This design comes from an exercise in tuning for small area, a short achievable clock period and few clock cycles on the open sky130 flow, not from production work.
Only simulation tests tie the RTL to the original design; equivalence was not proved.

==> branch raven: inputs <==
Design cosinos_core, start of the top module:
module cosinos_core (
  input  logic            clk,
  input  logic            rst,
  input  logic            start,
  input  logic [cosinos_pkg::X_W-1:0]  x,
  input  logic [cosinos_pkg::Y_W-1:0]  y,
  output logic [1:0]      intpart,
  output logic [7:0]      fracpart,
  output logic            done
);
  logic       busy;     
  logic       have;     
  logic       pha;      
  logic [2:0] n;        
  logic       stop_m;
  logic       pstop;
  logic       last;
  logic [9:0] res;
  assign last = stop_m | pstop | (n == 3'd0);
  cosinos_datapath u_dp (
    .clk    (clk),
    .start  (start),
    .pha    (pha),
    .add    (busy & pha & ~stop_m),
    .x      (x),
    .y      (y),
    .n      (n),
    .stop_m (stop_m),
    .pstop  (pstop),
    .res    (res)
  );
  assign done     = have | (busy & pha & last);
  assign intpart  = res[9:8];
  assign fracpart = res[7:0];
  always_ff @(posedge clk) begin
    if (rst) begin
      busy <= 1'b0;
      have <= 1'b0;
    end else if (start) begin
      busy <= 1'b1;
      have <= 1'b0;
    end else if (busy && pha && last) begin
      busy <= 1'b0;
      have <= 1'b1;
    end
  end
  always_ff @(posedge clk) begin
    if (start) begin
      pha <= 1'b1;
      n   <= 3'd1;
    end else begin
      pha <= ~pha;
      if (!pha) n <= n + 3'd1;
    end
  end
endmodule
export LEC_CHECK = 0
export CAP_MARGIN = 20
export CORE_MARGIN = 2
export CORE_UTILIZATION = 40
export SETUP_SLACK_MARGIN = 5
export SLEW_MARGIN = 20
export SYNTH_HIERARCHICAL = 1
create_clock -name core_clock -period 11.0 [get_ports {clk}]
run.sh (not shown) runs the stock make flow with config.mk's settings and CLKGATE_MAP_FILE= SYNTH_SCRIPT=/design/flow/synth_recipe.tcl, a recipe that flattens the netlist after the stock synthesis.
==> inputs of branch cedar, as changes to branch raven <==
--- a/flow/config.mk
+++ b/flow/config.mk
@@ -9,5 +9,5 @@
 export CORE_MARGIN = 2
 export CORE_UTILIZATION = 40
-export SETUP_SLACK_MARGIN = 5
+export SETUP_SLACK_MARGIN = 4
 export SLEW_MARGIN = 20
 export SYNTH_HIERARCHICAL = 1
==> results.txt <==
- Status: timing/DRC/antenna clean
- Vias in the first global route: 19390
- Reg-to-Reg Start: u_dp.m[23]
- Final WL: between 60000 and 70000 um
[end of results for branch cedar]
==> results.txt <==
- Vias in the first global route: 19740
- Count of non-CTS buffers in the layout: between 150 and 200
- Reg-to-Reg Start: u_dp.m[15]
- DRT antenna net count: 0
- Met3 Usage GRT: 0.04230
- Status: timing/DRC/antenna clean
- Startpoint types: flip-flop
- Register fraction of the total cell area: 0.1141
- CP endpoint kind: flip-flop
- Syn. warnings: 12
[end of results for branch raven]
Testbench counts of branch raven, summed over its fixed seeds: cycles 14,976.
Testbench counts of branch cedar, summed over its fixed seeds: cycles 14,976.

========
==> inputs of tundra <==
cosinos_core, a different RTL version from the one above (not shown whole).
export LEC_CHECK = 0
export CAP_MARGIN = 20
export CORE_MARGIN = 2
export CORE_UTILIZATION = 40
export SETUP_SLACK_MARGIN = 5
export SLEW_MARGIN = 20
export SYNTH_HIERARCHICAL = 1
create_clock -name core_clock -period 11.0 [get_ports {clk}]
==> zinc (differences from tundra) <==
--- a/flow/design.v
+++ b/flow/design.v
@@ -14,12 +14,13 @@
   input  logic [9:0]  x,
   input  logic [7:0]  y,
   input  logic [2:0]  n,        
   output logic        stop_m,   
   output logic        pstop,    
   output logic        pzero,    
+  output logic        pdone,    
   output logic [9:0]  res       
 );
   logic signed [23:0] m;
   logic [17:0]        sum;
   logic [17:0]        diff;
   logic [7:0]         y_r;
@@ -30,19 +31,19 @@
   logic [8:0]         xw_r;      
   logic               pst_r;
   logic [19:0]        x2_in, sq_s, sq_c;
   logic [10:0]        xi_one, xi_two, xi_neg;    
   logic [10:0]        xr_one, xr_two, xr_neg;    
   logic [22:0]        bi, br;
-  logic signed [11:0] thr, thrw;
+  logic signed [11:0] thr, thrw, thr1;
   logic [10:0]        r_one, r_two, r_neg;
-  logic [23:0]        mq;
+  logic [39:0]        a_s, a_c, a_sum;
   logic [8:0]         mlog, xlog, ylog;
   logic [23:0]        mabs, magm;
   logic [7:0]         ym1, pmax;
-  logic signed [11:0] kb, kw;
+  logic signed [11:0] kb, kw, kb1;
   logic               pst_in, pst0;
   always_comb begin
     case (n)
       3'd1: begin r_one = 11'b00001111111; r_two = 11'b00000000000; r_neg = 11'b00000000000; end
       3'd2: begin r_one = 11'b00001010101; r_two = 11'b00000101010; r_neg = 11'b00000101010; end
       3'd3: begin r_one = 11'b00000110110; r_two = 11'b00000001001; r_neg = 11'b00000001001; end
@@ -77,297 +78,12 @@
     end else begin
       sel_one <= xr_one;
       sel_two <= xr_two;
       sel_neg <= xr_neg;
     end
   end
-  cosinos_mul u_mul (.m(m), .sel_one(sel_one), .sel_two(sel_two), .sel_neg(sel_neg), .q(mq));
-  logic w755;
-  logic w756;
-  logic w757;
-  logic w758;
-  logic w759;
-  logic w760;
-  logic w761;
-  logic w762;
-  logic w763;
-  logic w764;
-  logic w765;
-  logic w766;
-  logic w767;
-  logic w768;
-  logic w769;
-  logic w770;
-  logic w771;
-  logic w772;
-  logic w773;
-  logic w774;
-  logic w775;
-  logic w776;
-  logic w777;
-  logic w778;
-  logic w779;
-  logic w780;
-  logic w781;
-  logic w782;
-  logic w783;
-  logic w784;
-  logic w785;
-  logic w786;
-  logic w787;
-  logic w788;
-  logic w789;
-  logic w790;
-  logic w791;
-  logic w792;
-  logic w793;
-  logic w794;
-  logic w795;
-  logic w796;
-  logic w797;
-  logic w798;
-  logic w799;
-  logic w800;
-  logic w801;
-  logic w802;
-  logic w803;
-  logic w804;
-  logic w805;
-  logic w806;
-  logic w807;
-  logic w808;
-  logic w809;
-  logic w810;
-  logic w811;
-  logic w812;
-  logic w813;
-  logic w814;
-  logic w815;
-  logic w816;
-  logic w817;
-  logic w818;
-  logic w819;
-  logic w820;
-  logic w821;
-  logic w822;
-  logic w823;
-  logic w824;
-  logic w825;
-  logic w826;
-  logic w827;
-  logic w828;
-  logic w829;
-  logic w830;
-  logic w831;
-  logic w832;
-  logic w833;
-  logic w834;
-  logic w835;
-  logic w836;
-  logic w837;
-  logic w838;
-  logic w839;
-  logic w840;
-  logic w841;
-  logic w842;
-  logic w843;
-  logic w844;
-  logic w845;
-  logic w846;
-  logic w847;
-  logic w848;
-  logic w849;
-  logic w850;
-  logic w851;
-  logic w852;
-  logic w853;
-  logic w854;
-  logic w855;
-  assign w755 = x[0] & x[1];
-  assign w756 = x[0] & x[2];
-  assign w757 = x[0] & x[3];
-  assign w758 = x[0] & x[4];
-  assign w759 = x[0] & x[5];
-  assign w760 = x[0] & x[6];
-  assign w761 = x[0] & x[7];
-  assign w762 = x[0] & x[8];
-  assign w763 = x[0] & x[9];
-  assign w764 = x[1] & x[2];
-  assign w765 = x[1] & x[3];
-  assign w766 = x[1] & x[4];
-  assign w767 = x[1] & x[5];
-  assign w768 = x[1] & x[6];
-  assign w769 = x[1] & x[7];
-  assign w770 = x[1] & x[8];
-  assign w771 = x[1] & x[9];
-  assign w772 = x[2] & x[3];
-  assign w773 = x[2] & x[4];
-  assign w774 = x[2] & x[5];
-  assign w775 = x[2] & x[6];
-  assign w776 = x[2] & x[7];
-  assign w777 = x[2] & x[8];
-  assign w778 = x[2] & x[9];
-  assign w779 = x[3] & x[4];
-  assign w780 = x[3] & x[5];
-  assign w781 = x[3] & x[6];
-  assign w782 = x[3] & x[7];
-  assign w783 = x[3] & x[8];
-  assign w784 = x[3] & x[9];
-  assign w785 = x[4] & x[5];
-  assign w786 = x[4] & x[6];
-  assign w787 = x[4] & x[7];
-  assign w788 = x[4] & x[8];
-  assign w789 = x[4] & x[9];
-  assign w790 = x[5] & x[6];
-  assign w791 = x[5] & x[7];
-  assign w792 = x[5] & x[8];
-  assign w793 = x[5] & x[9];
-  assign w794 = x[6] & x[7];
-  assign w795 = x[6] & x[8];
-  assign w796 = x[6] & x[9];
-  assign w797 = x[7] & x[8];
-  assign w798 = x[7] & x[9];
-  assign w799 = x[8] & x[9];
-  cosinos_ha u_w800 (.a(w761), .b(w768), .s(w800), .co(w801));
-  cosinos_ha u_w802 (.a(w762), .b(w769), .s(w802), .co(w803));
-  cosinos_fa u_w804 (.a(w763), .b(w770), .c(w776), .s(w804), .co(w805));
-  cosinos_ha u_w806 (.a(w781), .b(w785), .s(w806), .co(w807));
-  cosinos_fa u_w808 (.a(w771), .b(w777), .c(w782), .s(w808), .co(w809));
-  cosinos_fa u_w810 (.a(w778), .b(w783), .c(w787), .s(w810), .co(w811));
-  cosinos_ha u_w812 (.a(w759), .b(w766), .s(w812), .co(w813));
-  cosinos_ha u_w814 (.a(w760), .b(w767), .s(w814), .co(w815));
-  cosinos_fa u_w816 (.a(w774), .b(w779), .c(x[4]), .s(w816), .co(w817));
-  cosinos_fa u_w818 (.a(w775), .b(w780), .c(w801), .s(w818), .co(w819));
-  cosinos_fa u_w820 (.a(x[5]), .b(w803), .c(w806), .s(w820), .co(w821));
-  cosinos_fa u_w822 (.a(w786), .b(w807), .c(w805), .s(w822), .co(w823));
-  cosinos_fa u_w824 (.a(w790), .b(x[6]), .c(w809), .s(w824), .co(w825));
-  cosinos_fa u_w826 (.a(w784), .b(w788), .c(w791), .s(w826), .co(w827));
-  cosinos_fa u_w828 (.a(w789), .b(w792), .c(w794), .s(w828), .co(w829));
-  cosinos_ha u_w830 (.a(w757), .b(w764), .s(w830), .co(w831));
-  cosinos_ha u_w832 (.a(w758), .b(w765), .s(w832), .co(w833));
-  cosinos_fa u_w834 (.a(w772), .b(x[3]), .c(w812), .s(w834), .co(w835));
-  cosinos_fa u_w836 (.a(w773), .b(w813), .c(w814), .s(w836), .co(w837));
-  cosinos_fa u_w838 (.a(w815), .b(w800), .c(w816), .s(w838), .co(w839));
-  cosinos_fa u_w840 (.a(w802), .b(w817), .c(w818), .s(w840), .co(w841));
-  cosinos_fa u_w842 (.a(w804), .b(w819), .c(w820), .s(w842), .co(w843));
-  cosinos_fa u_w844 (.a(w808), .b(w821), .c(w822), .s(w844), .co(w845));
-  cosinos_fa u_w846 (.a(w810), .b(w823), .c(w824), .s(w846), .co(w847));
-  cosinos_fa u_w848 (.a(w811), .b(w826), .c(w825), .s(w848), .co(w849));
-  cosinos_fa u_w850 (.a(x[7]), .b(w827), .c(w828), .s(w850), .co(w851));
-  cosinos_fa u_w852 (.a(w793), .b(w795), .c(w829), .s(w852), .co(w853));
-  cosinos_fa u_w854 (.a(w796), .b(w797), .c(x[8]), .s(w854), .co(w855));
-  assign sq_s = {1'b0, w799, w798, w854, w852, w850, w848, w846, w844, w842, w840, w838, w836, w834, w832, w830, w756, w755, 1'b0, x[0]};
-  assign sq_c = {1'b0, x[9], w855, w853, w851, w849, w847, w845, w843, w841, w839, w837, w835, w833, w831, x[2], 1'b0, x[1], 1'b0, 1'b0};
-  assign x2_in = sq_s + sq_c;
-  assign magm   = m ^ {24{m[23]}};
-  assign ym1    = y_r - 8'd1;
-  assign stop_m = ((magm[23:16] == 8'd0) & (magm[15:8] < y_r)
-                   & ~(m[23] & (magm[15:8] == ym1) & (&magm[7:0])))
-                | (m == 24'sd0);
-  always_comb begin
-    case (n)
-      3'd1: pmax = 8'd12;
-      3'd2: pmax = 8'd29;
-      3'd3: pmax = 8'd56;
-      3'd4: pmax = 8'd90;
-      3'd5: pmax = 8'd132;
-      3'd6: pmax = 8'd182;
-      3'd7: pmax = 8'd240;
-      default: pmax = 8'd0;
-    endcase
-  end
-  assign pzero = (m[23:8] == 16'd0) & (m[7:0] <= pmax);
-  assign mabs = m ^ {24{m[23]}};
-  cosinos_log2 #(.W(24)) u_lm (.v(mabs), .l(mlog));
-  cosinos_log2 #(.W(10)) u_lx (.v(x),    .l(xlog));
-  cosinos_log2 #(.W(8))  u_ly (.v(y),    .l(ylog));
-  always_comb begin
-    case (n)
-      3'd1: begin kb = -12'sd513; kw = -12'sd307; end
-      3'd2: begin kb = -12'sd549; kw = -12'sd328; end
-      3'd3: begin kb = -12'sd574; kw = -12'sd342; end
-      3'd4: begin kb = -12'sd594; kw = -12'sd353; end
-      3'd5: begin kb = -12'sd610; kw = -12'sd362; end
-      3'd6: begin kb = -12'sd624; kw = -12'sd370; end
-      default: begin kb = 12'sd0; kw = 12'sd0; end
-    endcase
-  end
-  assign thr    = $signed({5'd0, my_r}) - $signed({3'd0, xw_r}) - kb;
-  assign thrw   = 12'sd368 - $signed({3'd0, xw_r}) - kw;
-  assign pst_in = en_r & (n != 3'd7) & (n != 3'd0)
-                & ($signed({3'd0, mlog}) < thr) & ($signed({3'd0, mlog}) < thrw);
-  assign pst0   = ($signed({1'b0, xlog, 2'b0}) + 12'sd4 - 12'sd451 < $signed({3'd0, ylog}));
-  assign pstop  = pst_r;
-  assign diff = sum - m[17:0];
-  assign res  = add ? diff[17:8] : sum[17:8];
-  always_ff @(posedge clk) begin
-    if (start) begin
-      en_r   <= (y != 8'd0);
-      my_r   <= ylog[6:0];
-      xw_r   <= {xlog[7:0], 1'b0} + 9'd2;
-      y_r    <= y;
-      x2_r   <= x2_in;
-    end
-  end
-  always_ff @(posedge clk) begin
-    if (start)    pst_r <= pst0 & (y != 8'd0);
-    else if (!pha) pst_r <= pst_in;
-  end
-  always_ff @(posedge clk) begin
-    if (start) m <= {5'd0, x2_in[19:1]};
-    else       m <= mq;
-  end
-  always_ff @(posedge clk) begin
-    if (start)    sum <= 18'h10000;
-    else if (add) sum <= diff;
-  end
-endmodule
-module cosinos_log2 #(
-  parameter int W = 21
-) (
-  input  logic [W-1:0] v,
-  output logic [8:0]   l
-);
-  logic [4:0]   e;
-  logic [W+3:0] vx;
-  always_comb begin
-    e = 5'd0;
-    for (int i = 1; i < W; i++) begin
-      if (v[i]) e = 5'(i);
-    end
-  end
-  assign vx = {v, 4'd0};
-  assign l  = {e, vx[e +: 4]};
-endmodule
-module cosinos_fa (
-  input  logic a,
-  input  logic b,
-  input  logic c,
-  output logic s,
-  output logic co
-);
-  assign s  = a ^ b ^ c;
-  assign co = (a & b) | (a & c) | (b & c);
-endmodule
-module cosinos_ha (
-  input  logic a,
-  input  logic b,
-  output logic s,
-  output logic co
-);
-  assign s  = a ^ b;
-  assign co = a & b;
-endmodule
-module cosinos_mul (
-  input  logic [23:0] m,
-  input  logic [10:0] sel_one,
-  input  logic [10:0] sel_two,
-  input  logic [10:0] sel_neg,
-  output logic [23:0] q
-);
-  logic [39:0] a_s, a_c, a_sum;
   logic w1;
   logic w2;
   logic w3;
   logic w4;
   logic w5;
   logic w6;
@@ -1116,12 +832,113 @@
   logic w749;
   logic w750;
   logic w751;
   logic w752;
   logic w753;
   logic w754;
+  logic w755;
+  logic w756;
+  logic w757;
+  logic w758;
+  logic w759;
+  logic w760;
+  logic w761;
+  logic w762;
+  logic w763;
+  logic w764;
+  logic w765;
+  logic w766;
+  logic w767;
+  logic w768;
+  logic w769;
+  logic w770;
+  logic w771;
+  logic w772;
+  logic w773;
+  logic w774;
+  logic w775;
+  logic w776;
+  logic w777;
+  logic w778;
+  logic w779;
+  logic w780;
+  logic w781;
+  logic w782;
+  logic w783;
+  logic w784;
+  logic w785;
+  logic w786;
+  logic w787;
+  logic w788;
+  logic w789;
+  logic w790;
+  logic w791;
+  logic w792;
+  logic w793;
+  logic w794;
+  logic w795;
+  logic w796;
+  logic w797;
+  logic w798;
+  logic w799;
+  logic w800;
+  logic w801;
+  logic w802;
+  logic w803;
+  logic w804;
+  logic w805;
+  logic w806;
+  logic w807;
+  logic w808;
+  logic w809;
+  logic w810;
+  logic w811;
+  logic w812;
+  logic w813;
+  logic w814;
+  logic w815;
+  logic w816;
+  logic w817;
+  logic w818;
+  logic w819;
+  logic w820;
+  logic w821;
+  logic w822;
+  logic w823;
+  logic w824;
+  logic w825;
+  logic w826;
+  logic w827;
+  logic w828;
+  logic w829;
+  logic w830;
+  logic w831;
+  logic w832;
+  logic w833;
+  logic w834;
+  logic w835;
+  logic w836;
+  logic w837;
+  logic w838;
+  logic w839;
+  logic w840;
+  logic w841;
+  logic w842;
+  logic w843;
+  logic w844;
+  logic w845;
+  logic w846;
+  logic w847;
+  logic w848;
+  logic w849;
+  logic w850;
+  logic w851;
+  logic w852;
+  logic w853;
+  logic w854;
+  logic w855;
   assign w1 = (sel_one[0] & m[0]) ^ sel_neg[0];
   assign w2 = ((sel_one[0] & m[1]) | (sel_two[0] & m[0])) ^ sel_neg[0];
   assign w3 = ((sel_one[0] & m[2]) | (sel_two[0] & m[1])) ^ sel_neg[0];
   assign w4 = ((sel_one[0] & m[3]) | (sel_two[0] & m[2])) ^ sel_neg[0];
   assign w5 = ((sel_one[0] & m[4]) | (sel_two[0] & m[3])) ^ sel_neg[0];
   assign w6 = ((sel_one[0] & m[5]) | (sel_two[0] & m[4])) ^ sel_neg[0];
@@ -1648,13 +1465,189 @@
   cosinos_fa u_w749 (.a(w598), .b(w673), .c(w672), .s(w749), .co(w750));
   cosinos_fa u_w751 (.a(w603), .b(w675), .c(w674), .s(w751), .co(w752));
   cosinos_fa u_w753 (.a(w604), .b(w677), .c(w676), .s(w753), .co(w754));
   assign a_s = {w753, w751, w749, w747, w745, w743, w741, w739, w737, w735, w733, w731, w729, w727, w725, w723, w721, w719, w717, w715, w713, w711, w709, w707, w705, w703, w701, w699, w697, w695, w693, w691, w689, w687, w685, w683, w681, w679, w2, w1};
   assign a_c = {w752, w750, w748, w746, w744, w742, w740, w738, w736, w734, w732, w730, w728, w726, w724, w722, w720, w718, w716, w714, w712, w710, w708, w706, w704, w702, w700, w698, w696, w694, w692, w690, w688, w686, w684, w682, w680, sel_neg[1], 1'b0, sel_neg[0]};
   assign a_sum = a_s + a_c;
-  assign q = a_sum[39:16];
+  assign w755 = x[0] & x[1];
+  assign w756 = x[0] & x[2];
+  assign w757 = x[0] & x[3];
+  assign w758 = x[0] & x[4];
+  assign w759 = x[0] & x[5];
+  assign w760 = x[0] & x[6];
+  assign w761 = x[0] & x[7];
+  assign w762 = x[0] & x[8];
+  assign w763 = x[0] & x[9];
+  assign w764 = x[1] & x[2];
+  assign w765 = x[1] & x[3];
+  assign w766 = x[1] & x[4];
+  assign w767 = x[1] & x[5];
+  assign w768 = x[1] & x[6];
+  assign w769 = x[1] & x[7];
+  assign w770 = x[1] & x[8];
+  assign w771 = x[1] & x[9];
+  assign w772 = x[2] & x[3];
+  assign w773 = x[2] & x[4];
+  assign w774 = x[2] & x[5];
+  assign w775 = x[2] & x[6];
+  assign w776 = x[2] & x[7];
+  assign w777 = x[2] & x[8];
+  assign w778 = x[2] & x[9];
+  assign w779 = x[3] & x[4];
+  assign w780 = x[3] & x[5];
+  assign w781 = x[3] & x[6];
+  assign w782 = x[3] & x[7];
+  assign w783 = x[3] & x[8];
+  assign w784 = x[3] & x[9];
+  assign w785 = x[4] & x[5];
+  assign w786 = x[4] & x[6];
+  assign w787 = x[4] & x[7];
+  assign w788 = x[4] & x[8];
+  assign w789 = x[4] & x[9];
+  assign w790 = x[5] & x[6];
+  assign w791 = x[5] & x[7];
+  assign w792 = x[5] & x[8];
+  assign w793 = x[5] & x[9];
+  assign w794 = x[6] & x[7];
+  assign w795 = x[6] & x[8];
+  assign w796 = x[6] & x[9];
+  assign w797 = x[7] & x[8];
+  assign w798 = x[7] & x[9];
+  assign w799 = x[8] & x[9];
+  cosinos_ha u_w800 (.a(w761), .b(w768), .s(w800), .co(w801));
+  cosinos_ha u_w802 (.a(w762), .b(w769), .s(w802), .co(w803));
+  cosinos_fa u_w804 (.a(w763), .b(w770), .c(w776), .s(w804), .co(w805));
+  cosinos_ha u_w806 (.a(w781), .b(w785), .s(w806), .co(w807));
+  cosinos_fa u_w808 (.a(w771), .b(w777), .c(w782), .s(w808), .co(w809));
+  cosinos_fa u_w810 (.a(w778), .b(w783), .c(w787), .s(w810), .co(w811));
+  cosinos_ha u_w812 (.a(w759), .b(w766), .s(w812), .co(w813));
+  cosinos_ha u_w814 (.a(w760), .b(w767), .s(w814), .co(w815));
+  cosinos_fa u_w816 (.a(w774), .b(w779), .c(x[4]), .s(w816), .co(w817));
+  cosinos_fa u_w818 (.a(w775), .b(w780), .c(w801), .s(w818), .co(w819));
+  cosinos_fa u_w820 (.a(x[5]), .b(w803), .c(w806), .s(w820), .co(w821));
+  cosinos_fa u_w822 (.a(w786), .b(w807), .c(w805), .s(w822), .co(w823));
+  cosinos_fa u_w824 (.a(w790), .b(x[6]), .c(w809), .s(w824), .co(w825));
+  cosinos_fa u_w826 (.a(w784), .b(w788), .c(w791), .s(w826), .co(w827));
+  cosinos_fa u_w828 (.a(w789), .b(w792), .c(w794), .s(w828), .co(w829));
+  cosinos_ha u_w830 (.a(w757), .b(w764), .s(w830), .co(w831));
+  cosinos_ha u_w832 (.a(w758), .b(w765), .s(w832), .co(w833));
+  cosinos_fa u_w834 (.a(w772), .b(x[3]), .c(w812), .s(w834), .co(w835));
+  cosinos_fa u_w836 (.a(w773), .b(w813), .c(w814), .s(w836), .co(w837));
+  cosinos_fa u_w838 (.a(w815), .b(w800), .c(w816), .s(w838), .co(w839));
+  cosinos_fa u_w840 (.a(w802), .b(w817), .c(w818), .s(w840), .co(w841));
+  cosinos_fa u_w842 (.a(w804), .b(w819), .c(w820), .s(w842), .co(w843));
+  cosinos_fa u_w844 (.a(w808), .b(w821), .c(w822), .s(w844), .co(w845));
+  cosinos_fa u_w846 (.a(w810), .b(w823), .c(w824), .s(w846), .co(w847));
+  cosinos_fa u_w848 (.a(w811), .b(w826), .c(w825), .s(w848), .co(w849));
+  cosinos_fa u_w850 (.a(x[7]), .b(w827), .c(w828), .s(w850), .co(w851));
+  cosinos_fa u_w852 (.a(w793), .b(w795), .c(w829), .s(w852), .co(w853));
+  cosinos_fa u_w854 (.a(w796), .b(w797), .c(x[8]), .s(w854), .co(w855));
+  assign sq_s = {1'b0, w799, w798, w854, w852, w850, w848, w846, w844, w842, w840, w838, w836, w834, w832, w830, w756, w755, 1'b0, x[0]};
+  assign sq_c = {1'b0, x[9], w855, w853, w851, w849, w847, w845, w843, w841, w839, w837, w835, w833, w831, x[2], 1'b0, x[1], 1'b0, 1'b0};
+  assign x2_in = sq_s + sq_c;
+  assign magm   = m ^ {24{m[23]}};
+  assign ym1    = y_r - 8'd1;
+  assign stop_m = ((magm[23:16] == 8'd0) & (magm[15:8] < y_r)
+                   & ~(m[23] & (magm[15:8] == ym1) & (&magm[7:0])))
+                | (m == 24'sd0);
+  always_comb begin
+    case (n)
+      3'd1: pmax = 8'd12;
+      3'd2: pmax = 8'd29;
+      3'd3: pmax = 8'd56;
+      3'd4: pmax = 8'd90;
+      3'd5: pmax = 8'd132;
+      3'd6: pmax = 8'd182;
+      3'd7: pmax = 8'd240;
+      default: pmax = 8'd0;
+    endcase
+  end
+  assign pzero = (m[23:8] == 16'd0) & (m[7:0] <= pmax);
+  assign mabs = m ^ {24{m[23]}};
+  cosinos_log2 #(.W(24)) u_lm (.v(mabs), .l(mlog));
+  cosinos_log2 #(.W(10)) u_lx (.v(x),    .l(xlog));
+  cosinos_log2 #(.W(8))  u_ly (.v(y),    .l(ylog));
+  always_comb begin
+    case (n)
+      3'd1: begin kb = -12'sd513; kw = -12'sd307; kb1 = -12'sd182; end
+      3'd2: begin kb = -12'sd549; kw = -12'sd328; kb1 = -12'sd203; end
+      3'd3: begin kb = -12'sd574; kw = -12'sd342; kb1 = -12'sd217; end
+      3'd4: begin kb = -12'sd594; kw = -12'sd353; kb1 = -12'sd228; end
+      3'd5: begin kb = -12'sd610; kw = -12'sd362; kb1 = -12'sd237; end
+      3'd6: begin kb = -12'sd624; kw = -12'sd370; kb1 = -12'sd245; end
+      3'd7: begin kb = 12'sd0; kw = 12'sd0; kb1 = -12'sd251; end
+      default: begin kb = 12'sd0; kw = 12'sd0; kb1 = 12'sd0; end
+    endcase
+  end
+  assign thr    = $signed({5'd0, my_r}) - $signed({3'd0, xw_r}) - kb;
+  assign thrw   = 12'sd368 - $signed({3'd0, xw_r}) - kw;
+  assign thr1   = $signed({5'd0, my_r}) - kb1;
+  assign pst_in = en_r & (n != 3'd7) & (n != 3'd0)
+                & ($signed({3'd0, mlog}) < thr) & ($signed({3'd0, mlog}) < thrw);
+  assign pdone  = en_r & ($signed({3'd0, mlog}) < thr1);
+  assign pst0   = ($signed({1'b0, xlog, 2'b0}) + 12'sd4 - 12'sd451 < $signed({3'd0, ylog}));
+  assign pstop  = pst_r;
+  assign diff = sum - m[17:0];
+  assign res  = add ? diff[17:8] : sum[17:8];
+  always_ff @(posedge clk) begin
+    if (start) begin
+      en_r   <= (y != 8'd0);
+      my_r   <= ylog[6:0];
+      xw_r   <= {xlog[7:0], 1'b0} + 9'd2;
+      y_r    <= y;
+      x2_r   <= x2_in;
+    end
+  end
+  always_ff @(posedge clk) begin
+    if (start)    pst_r <= pst0 & (y != 8'd0);
+    else if (!pha) pst_r <= pst_in;
+  end
+  always_ff @(posedge clk) begin
+    if (start) m <= {5'd0, x2_in[19:1]};
+    else       m <= a_sum[39:16];
+  end
+  always_ff @(posedge clk) begin
+    if (start)    sum <= 18'h10000;
+    else if (add) sum <= diff;
+  end
+endmodule
+module cosinos_log2 #(
+  parameter int W = 21
+) (
+  input  logic [W-1:0] v,
+  output logic [8:0]   l
+);
+  logic [4:0]   e;
+  logic [W+3:0] vx;
+  always_comb begin
+    e = 5'd0;
+    for (int i = 1; i < W; i++) begin
+      if (v[i]) e = 5'(i);
+    end
+  end
+  assign vx = {v, 4'd0};
+  assign l  = {e, vx[e +: 4]};
+endmodule
+module cosinos_fa (
+  input  logic a,
+  input  logic b,
+  input  logic c,
+  output logic s,
+  output logic co
+);
+  assign s  = a ^ b ^ c;
+  assign co = (a & b) | (a & c) | (b & c);
+endmodule
+module cosinos_ha (
+  input  logic a,
+  input  logic b,
+  output logic s,
+  output logic co
+);
+  assign s  = a ^ b;
+  assign co = a & b;
 endmodule
 module cosinos_core (
   input  logic            clk,
   input  logic            rst,
   input  logic            start,
   input  logic [cosinos_pkg::X_W-1:0]  x,
@@ -1667,12 +1660,13 @@
   logic       have;     
   logic       pha;      
   logic [2:0] n;        
   logic       stop_m;
   logic       pstop;
   logic       pzero;
+  logic       pdone;
   logic       last;
   logic       fin;      
   logic [9:0] res;
   assign last = stop_m | pstop | (n == 3'd0);
   cosinos_datapath u_dp (
     .clk    (clk),
@@ -1682,15 +1676,16 @@
     .x      (x),
     .y      (y),
     .n      (n),
     .stop_m (stop_m),
     .pstop  (pstop),
     .pzero  (pzero),
+    .pdone  (pdone),
     .res    (res)
   );
-  assign fin      = pha ? last : pzero;
+  assign fin      = pha ? last : (pzero | pdone);
   assign done     = have | (busy & fin);
   assign intpart  = res[9:8];
   assign fracpart = res[7:0];
   always_ff @(posedge clk) begin
     if (rst) begin
       busy <= 1'b0;
==> comparison table <==
| quantity | tundra | zinc |
|---|---|---|
| Run status | timing/DRC/antenna clean | timing/DRC/antenna clean |
| First-pass GRT wire length | 116700 µm | 110300 µm |
| Number of search-and-repair iterations in the first detailed-routing pass | 8 | 6 |
| Clock latency on the worst-skew pair | 0.44 ns | 0.43 ns |
| Data arrival time of the critical path | 3.71 ns | 5.05 ns |
| Worst slack at placement | 3.955 ns | 2.617 ns |
| Post-place instance area | 23910 µm² | 23440 µm² |
| Setup clock skew after layout | 0.01405 ns | 0.01252 ns |
| Stages on worst setup path | 13 | 26 |
| Well tap count | 756 | 748 |
| Post-route worst hold slack | 0.4598 ns | 0.4659 ns |
| Vias in the first global route | 20.22k | 19.64k |
| Count of routing violations after the opening detailed-route iteration | 1926 | 1886 |
| Post-route non-filler standard cell count | 3269 | 3231 |
| Final Util | 44.39% | 45.41% |
| Mean cell area of the mapped netlist | 9.024 µm² | 9.006 µm² |
| Unrepaired setup endpoints after global routing | no | yes |
| Multiplexer area fraction after synthesis | 2.801% | 2.413% |
| Core Region | 56600 µm² | 55310 µm² |
| HPWL after detailed placement | 53220 µm | 49760 µm |
| Cells after DPL | 3212 | 3149 |
| Total setup buffers inserted after CTS | 15 | 36 |
| Simple-gate area share of the yosys netlist | 11.36% | 12.21% |
| Overall track demand over capacity in global routing | 24.87% | 24.43% |
| Global routing usage on met2 | 40.62% | 39.77% |
| Final critical delay including setup and external delays | 5.908 ns | 7.246 ns |
Testbench counts of tundra, summed over its fixed seeds: cycles 14,374.
Testbench counts of zinc, summed over its fixed seeds: cycles 14,277.

-- afterwards: timing with drivers on the ports --
The flow's constraints put no driver on any port. The routed layouts listed below were extracted and timed again, unchanged, in two steps. Step 1 (the two cells are an assumption about what drives the block):
set clk [get_ports {clk}]
set_driving_cell -lib_cell sky130_fd_sc_hd__clkbuf_16 $clk
set_driving_cell -lib_cell sky130_fd_sc_hd__buf_2 [delete_from_list [all_inputs] $clk]
Step 2 adds t to the input delays and takes it off the output delays; t is the mean of the earliest and latest rising clock arrival at the registers after step 1. Input paths then give back, and output paths get back, about the clock's delay inside the block. Three values: ideal, step 1, step 2; two values: the first two.
run | shift t [ns] | slack for setup (ns) | worst data-port slew with drivers (ns)
branch raven | 0.480 | 4.973 / 4.973 / 4.700 | 0.04
branch cedar | 0.473 | 4.233 / 4.224 / 3.975 | 0.04
tundra | 0.479 | 5.092 / 5.042 / 4.768 | 0.03
zinc | 0.469 | 3.754 / 3.712 / 4.181 | 0.04
After both steps every run listed still meets setup and hold. For tundra, which loses most, drivers alone change the setup slack by -0.050 ns; drivers and shift together by -0.324 ns.
